This design comes from an exercise in tuning for small area, a short achievable clock period and few clock cycles on the open sky130 flow, not from production work.
Function was checked by simulation only, so behaviour that the tests miss may differ from the original.

==> flow/design.v <==
package rv_defs;
  typedef enum logic [2:0] {
    MD_MUL    = 3'b000,
    MD_MULH   = 3'b001,
    MD_MULHSU = 3'b010,
    MD_MULHU  = 3'b011,
    MD_DIV    = 3'b100,
    MD_DIVU   = 3'b101,
    MD_REM    = 3'b110,
    MD_REMU   = 3'b111
  } md_fun_e;
  localparam int S_IDLE = 0;
  localparam int S_MUL  = 1;   
  localparam int S_MULC = 2;   
  localparam int S_DIV0 = 3;   
  localparam int S_DIV  = 4;   
  localparam int S_DONE = 5;
  localparam int NumStates = 6;
  function automatic logic fun_is_div(logic [2:0] f);
    fun_is_div = f[2];
  endfunction
  function automatic logic fun_div_signed(logic [2:0] f);
    fun_div_signed = !f[0];
  endfunction
endpackage
module rv_divider (
  input  logic [31:0] x_i,
  output logic [5:0]  lz_o
);
  logic [15:0] z1;  logic [15:0][0:0] c1;
  logic [7:0]  z2;  logic [7:0][1:0]  c2;
  logic [3:0]  z3;  logic [3:0][2:0]  c3;
  logic [1:0]  z4;  logic [1:0][3:0]  c4;
  logic        z5;  logic [4:0]       c5;
  always_comb begin
    for (int i = 0; i < 16; i++) begin
      z1[i] = ~x_i[2*i+1] & ~x_i[2*i];
      c1[i] = ~x_i[2*i+1];
    end
    for (int i = 0; i < 8; i++) begin
      z2[i] = z1[2*i+1] & z1[2*i];
      c2[i] = z1[2*i+1] ? {1'b1, c1[2*i]} : {1'b0, c1[2*i+1]};
    end
    for (int i = 0; i < 4; i++) begin
      z3[i] = z2[2*i+1] & z2[2*i];
      c3[i] = z2[2*i+1] ? {1'b1, c2[2*i]} : {1'b0, c2[2*i+1]};
    end
    for (int i = 0; i < 2; i++) begin
      z4[i] = z3[2*i+1] & z3[2*i];
      c4[i] = z3[2*i+1] ? {1'b1, c3[2*i]} : {1'b0, c3[2*i+1]};
    end
    z5 = z4[1] & z4[0];
    c5 = z4[1] ? {1'b1, c4[0]} : {1'b0, c4[1]};
    lz_o = z5 ? 6'd32 : {1'b0, c5};
  end
endmodule
module rv_muldiv #(
  parameter int g_width = 32
) (
  input  logic               clk_i,
  input  logic               rst_n_i,
  input  logic               x_stall_i,
  input  logic               x_kill_i,
  input  logic               d_valid_i,
  input  logic               d_is_muldiv_i,
  input  logic [2:0]         d_fun_i,
  input  logic [g_width-1:0] d_rs1_i,
  input  logic [g_width-1:0] d_rs2_i,
  output logic               x_stall_req_o,
  output logic [g_width-1:0] x_rd_o,
  output logic               x_done_o
);
  localparam int NS = rv_defs::NumStates;
  logic [NS-1:0] st_q, st_d;       
  logic [32:0]   a_q, a_d;         
  logic [31:0]   l_q, l_d;         
  logic [39:0]   h_q, h_d;         
  logic [11:0]   bsel_q, bsel_d;   
  logic [4:0]    cnt_q, cnt_d;
  logic [2:0]    osel_q, osel_d;   
  logic          neg_q, neg_d, corr_q, corr_d;
  logic          busy_q;           
  logic          load, start;
  assign load  = d_valid_i & d_is_muldiv_i & st_q[rv_defs::S_IDLE];
  assign start = load & rst_n_i & ~x_kill_i;
  function automatic logic [11:0] booth_dec(logic [8:0] x);
    logic [3:0] one, two, neg;
    for (int j = 0; j < 4; j++) begin
      one[j] = x[2*j] ^ x[2*j+1];
      two[j] = (x[2*j+2] & ~x[2*j+1] & ~x[2*j]) | (~x[2*j+2] & x[2*j+1] & x[2*j]);
      neg[j] = x[2*j+2];
    end
    booth_dec = {neg, two, one};
  endfunction
  localparam logic [11:0] BoothPlusOne = 12'b0000_0000_0001;
  logic [3:0]  b_one, b_two, b_neg;
  logic [33:0] pp [4];
  logic [39:0] msum;
  assign {b_neg, b_two, b_one} = bsel_q;
  always_comb begin
    for (int j = 0; j < 4; j++)
      pp[j] = (({34{b_one[j]}} & {a_q[32], a_q}) |
               ({34{b_two[j]}} & {a_q, 1'b0})) ^ {34{b_neg[j]}};
  end
  localparam logic [39:0] SignFix = 40'h55_8000_0000;
  logic [39:0] r0, r1, r2, r3, r4, r5;
  logic [39:0] s1, c1, s2, c2, s3, c3, s4, c4;
  function automatic logic [79:0] csa(logic [39:0] x, logic [39:0] y, logic [39:0] z);
    csa = {((x & y) | (x & z) | (y & z)) << 1, x ^ y ^ z};
  endfunction
  assign r0 = {8'd0, ~h_q[39], h_q[38:8]};
  assign r1 = {6'd0, ~pp[0][33], pp[0][32:0]};
  assign r2 = {4'd0, ~pp[1][33], pp[1][32:0], 2'b0};
  assign r3 = {2'd0, ~pp[2][33], pp[2][32:0], 4'b0};
  assign r4 = {~pp[3][33], pp[3][32:0], 6'b0};
  assign r5 = SignFix | {33'd0, b_neg[3], 1'b0, b_neg[2], 1'b0, b_neg[1], 1'b0, b_neg[0]};
  assign {c1, s1} = csa(r0, r1, r2);
  assign {c2, s2} = csa(r3, r4, r5);
  assign {c3, s3} = csa(s1, c1, s2);
  assign {c4, s4} = csa(s3, c3, c2);
  function automatic logic [39:0] ks_add(logic [39:0] x, logic [39:0] y);
    logic [39:0] g, p, gn, pn;
    g = x & y;
    p = x ^ y;
    for (int d = 1; d < 40; d = d * 2) begin
      gn = g;
      pn = p;
      for (int i = d; i < 40; i++) begin
        gn[i] = g[i] | (p[i] & g[i-d]);
        pn[i] = p[i] & p[i-d];
      end
      g = gn;
      p = pn;
    end
    ks_add = (x ^ y) ^ {g[38:0], 1'b0};
  endfunction
  assign msum = ks_add(s4, c4);
  logic        sa, sb, bz, fsa, fsb;
  logic [5:0]  lz_a, lz_b;
  logic [6:0]  dd;
  logic [33:0] diff;
  logic        ge;
  assign fsa    = rv_defs::fun_div_signed(d_fun_i) & d_rs1_i[31];
  assign fsb    = rv_defs::fun_div_signed(d_fun_i) & d_rs2_i[31];
  rv_divider u_lz_a (.x_i(d_rs1_i ^ {32{fsa}}), .lz_o(lz_a));
  rv_divider u_lz_b (.x_i(d_rs2_i ^ {32{fsb}}), .lz_o(lz_b));
  assign sa     = h_q[32];
  assign sb     = h_q[33];
  assign bz     = (l_q == '0);
  assign dd     = {2'b00, cnt_q} - {1'b0, a_q[5:0]};
  assign diff = {2'b00, h_q[31:0]} + ({a_q[32], a_q} ^ {34{~sb}}) + {33'd0, ~sb};
  assign ge   = ~diff[33];
  logic [31:0] res, neg_out;
  assign res     = ({32{osel_q[2]}} & h_q[39:8]) |
                   ({32{osel_q[1]}} & h_q[31:0]) |
                   ({32{osel_q[0]}} & l_q);
  assign neg_out = (res ^ {32{neg_q}}) + {31'd0, neg_q};
  logic is_div;
  assign is_div = rv_defs::fun_is_div(d_fun_i);
  always_comb begin
    st_d    = st_q;
    a_d     = a_q;
    l_d     = l_q;
    h_d     = h_q;
    bsel_d  = bsel_q;
    cnt_d   = cnt_q;
    osel_d  = osel_q;
    neg_d   = neg_q;
    corr_d  = corr_q;
    case (1'b1)
      st_q[rv_defs::S_IDLE]: begin
        a_d    = {(d_fun_i[0] ^ d_fun_i[1]) & d_rs1_i[31], d_rs1_i};
        l_d    = d_rs2_i;
        bsel_d = booth_dec({d_rs2_i[7:0], 1'b0});
        corr_d = d_fun_i[1] & d_rs2_i[31];
        if (is_div) begin
          a_d[5:0] = lz_a - {5'd0, fsa};   
          h_d    = {5'd0, d_fun_i[1], fsb, fsa, d_rs1_i};
          cnt_d  = lz_b[5] ? 5'd31 : lz_b[4:0];
          osel_d = 3'b010;
          neg_d  = fsa;
        end else begin
          cnt_d  = 5'd3;
          h_d    = '0;
          osel_d = (d_fun_i[1:0] != 2'b00) ? 3'b100 : 3'b001;
          neg_d  = 1'b0;
        end
        if (load) begin
          st_d = '0;
          st_d[is_div ? rv_defs::S_DIV0 : rv_defs::S_MUL] = 1'b1;
        end
      end
      st_q[rv_defs::S_MUL]: begin
        h_d    = msum;
        l_d    = {msum[7:0], l_q[31:8]};
        bsel_d = (cnt_q == 5'd0) ? BoothPlusOne : booth_dec(l_q[15:7]);
        cnt_d  = cnt_q - 5'd1;
        if (cnt_q == 5'd0) begin
          st_d = '0;
          st_d[corr_q ? rv_defs::S_MULC : rv_defs::S_DONE] = 1'b1;
        end
      end
      st_q[rv_defs::S_MULC]: begin
        h_d    = msum;
        osel_d = 3'b010;
        st_d   = '0;
        st_d[rv_defs::S_DONE] = 1'b1;
      end
      st_q[rv_defs::S_DIV0]: begin
        a_d    = {sb, l_q} << dd[4:0];
        h_d    = {h_q[39:32], neg_out};
        l_d    = bz ? '1 : '0;
        cnt_d  = dd[4:0];
        osel_d = h_q[34] ? 3'b010 : 3'b001;
        neg_d  = h_q[34] ? sa : (sa ^ sb) & ~bz;
        st_d   = '0;
        st_d[(bz | dd[6]) ? rv_defs::S_DONE : rv_defs::S_DIV] = 1'b1;
      end
      st_q[rv_defs::S_DIV]: begin
        a_d   = {a_q[32], a_q[32:1]};
        h_d   = {h_q[39:32], ge ? diff[31:0] : h_q[31:0]};
        l_d   = {l_q[30:0], ge};
        cnt_d = cnt_q - 5'd1;
        if (cnt_q == 5'd0) begin
          st_d = '0;
          st_d[rv_defs::S_DONE] = 1'b1;
        end
      end
      st_q[rv_defs::S_DONE]: begin
        if (!x_stall_i) begin
          st_d = '0;
          st_d[rv_defs::S_IDLE] = 1'b1;
        end
      end
      default: begin
        st_d = '0;
        st_d[rv_defs::S_IDLE] = 1'b1;
      end
    endcase
    if (x_kill_i) begin
      st_d = '0;
      st_d[rv_defs::S_IDLE] = 1'b1;
    end
  end
  assign x_stall_req_o = ~x_kill_i & (start | busy_q);
  assign x_done_o      = ~x_kill_i & st_q[rv_defs::S_DONE];
  always_ff @(posedge clk_i or negedge rst_n_i) begin
    if (!rst_n_i) begin
      st_q   <= NS'(1) << rv_defs::S_IDLE;
      busy_q <= 1'b0;
    end else begin
      st_q   <= st_d;
      busy_q <= ~(st_d[rv_defs::S_IDLE] | st_d[rv_defs::S_DONE]);
    end
  end
  always_ff @(posedge clk_i) begin
    a_q    <= a_d;
    l_q    <= l_d;
    h_q    <= h_d;
    bsel_q <= bsel_d;
    cnt_q  <= cnt_d;
    osel_q <= osel_d;
    neg_q  <= neg_d;
    corr_q <= corr_d;
  end
  assign x_rd_o = neg_out;
endmodule
Settings: LEC_CHECK=0, ABC_AREA=1, CAP_MARGIN=20, CORE_MARGIN=2, CORE_UTILIZATION=45, SETUP_SLACK_MARGIN=4.8, SLEW_MARGIN=20; clock period 10.0 ns.
standard.sh (not shown) runs the stock make flow with config.mk's settings and CLKGATE_MAP_FILE= SYNTH_SCRIPT=/design/flow/synth_recipe.tcl, a recipe that flattens the netlist after the stock synthesis.
==> flow/flow/run.sh <==
#!/bin/bash
set -euo pipefail
export BUFFER_PORTS_ARGS="-buffer_cell sky130_fd_sc_hd__buf_2"
bash standard.sh finish > standard_run.log 2>&1
The baseline finished with timing, DRC and antenna clean.
Testbench counts at the start, summed over its fixed seeds: cycles 21,290.
Edit:
--- a/flow/design.v
+++ b/flow/design.v
@@ -135,23 +135,25 @@
     ks_add = (x ^ y) ^ {g[38:0], 1'b0};
   endfunction
   assign msum = ks_add(s4, c4);
   logic        sa, sb, bz, fsa, fsb;
   logic [5:0]  lz_a, lz_b;
   logic [6:0]  dd;
+  logic [31:0] abs_b;
   logic [33:0] diff;
   logic        ge;
   assign fsa    = rv_defs::fun_div_signed(d_fun_i) & d_rs1_i[31];
   assign fsb    = rv_defs::fun_div_signed(d_fun_i) & d_rs2_i[31];
   rv_divider u_lz_a (.x_i(d_rs1_i ^ {32{fsa}}), .lz_o(lz_a));
   rv_divider u_lz_b (.x_i(d_rs2_i ^ {32{fsb}}), .lz_o(lz_b));
   assign sa     = h_q[32];
   assign sb     = h_q[33];
   assign bz     = (l_q == '0);
   assign dd     = {2'b00, cnt_q} - {1'b0, a_q[5:0]};
-  assign diff = {2'b00, h_q[31:0]} + ({a_q[32], a_q} ^ {34{~sb}}) + {33'd0, ~sb};
+  assign abs_b  = (l_q ^ {32{sb}}) + {31'd0, sb};
+  assign diff = {2'b00, h_q[31:0]} - {1'b0, a_q};
   assign ge   = ~diff[33];
   logic [31:0] res, neg_out;
   assign res     = ({32{osel_q[2]}} & h_q[39:8]) |
                    ({32{osel_q[1]}} & h_q[31:0]) |
                    ({32{osel_q[0]}} & l_q);
   assign neg_out = (res ^ {32{neg_q}}) + {31'd0, neg_q};
@@ -204,24 +206,24 @@
         h_d    = msum;
         osel_d = 3'b010;
         st_d   = '0;
         st_d[rv_defs::S_DONE] = 1'b1;
       end
       st_q[rv_defs::S_DIV0]: begin
-        a_d    = {sb, l_q} << dd[4:0];
-        h_d    = {h_q[39:32], neg_out};
+        a_d    = {1'b0, abs_b} << dd[4:0];
+        h_d    = {8'd0, neg_out};
         l_d    = bz ? '1 : '0;
         cnt_d  = dd[4:0];
         osel_d = h_q[34] ? 3'b010 : 3'b001;
         neg_d  = h_q[34] ? sa : (sa ^ sb) & ~bz;
         st_d   = '0;
         st_d[(bz | dd[6]) ? rv_defs::S_DONE : rv_defs::S_DIV] = 1'b1;
       end
       st_q[rv_defs::S_DIV]: begin
-        a_d   = {a_q[32], a_q[32:1]};
-        h_d   = {h_q[39:32], ge ? diff[31:0] : h_q[31:0]};
+        a_d   = {1'b0, a_q[32:1]};
+        h_d   = {8'd0, ge ? diff[31:0] : h_q[31:0]};
         l_d   = {l_q[30:0], ge};
         cnt_d = cnt_q - 5'd1;
         if (cnt_q == 5'd0) begin
           st_d = '0;
           st_d[rv_defs::S_DONE] = 1'b1;
         end
First-iteration DRC count goes down by 11%.
Final cell count goes down by 0.64%.
Routed wire length barely changes.
Hold slack hardly moves.
Sequential share of layout area goes down by 0.32 points.
Global-route usage goes down by 1.2 points.
Testbench counts after the change, summed over its fixed seeds: cycles 21,290.

-- static timing again, ports no longer ideal --
No port has a modelled driver above. Below, the same layouts with a new extraction and two added sets of constraints.
Step 1: set_driving_cell puts a clkbuf_16 on clk_i and a buf_2 on each other input, an assumption about the parent block.
Step 2 adds t to the input delays and takes it off the output delays; t is the mean of the earliest and latest rising clock arrival at the registers after step 1. Input paths then give back, and output paths get back, about the clock's delay inside the block.
a / b / c = ideal / step 1 / step 2; a / b = the first two.
run | t, ns | slack for setup (ns) | worst setup path after step 2 | slew at the worst register clock pin (ns) | cell pins on the clock port's net
the first run | 0.554 | 4.843 / 4.843 / 4.843 | register to register | 0.08 / 0.08 | 1
the second run | 0.542 | 4.822 / 4.822 / 4.487 | input to register | 0.08 / 0.08 | 1
After both steps every run listed still meets setup and hold. For the second run, which loses most, drivers alone change the setup slack by 0.000 ns; drivers and shift together by -0.335 ns.
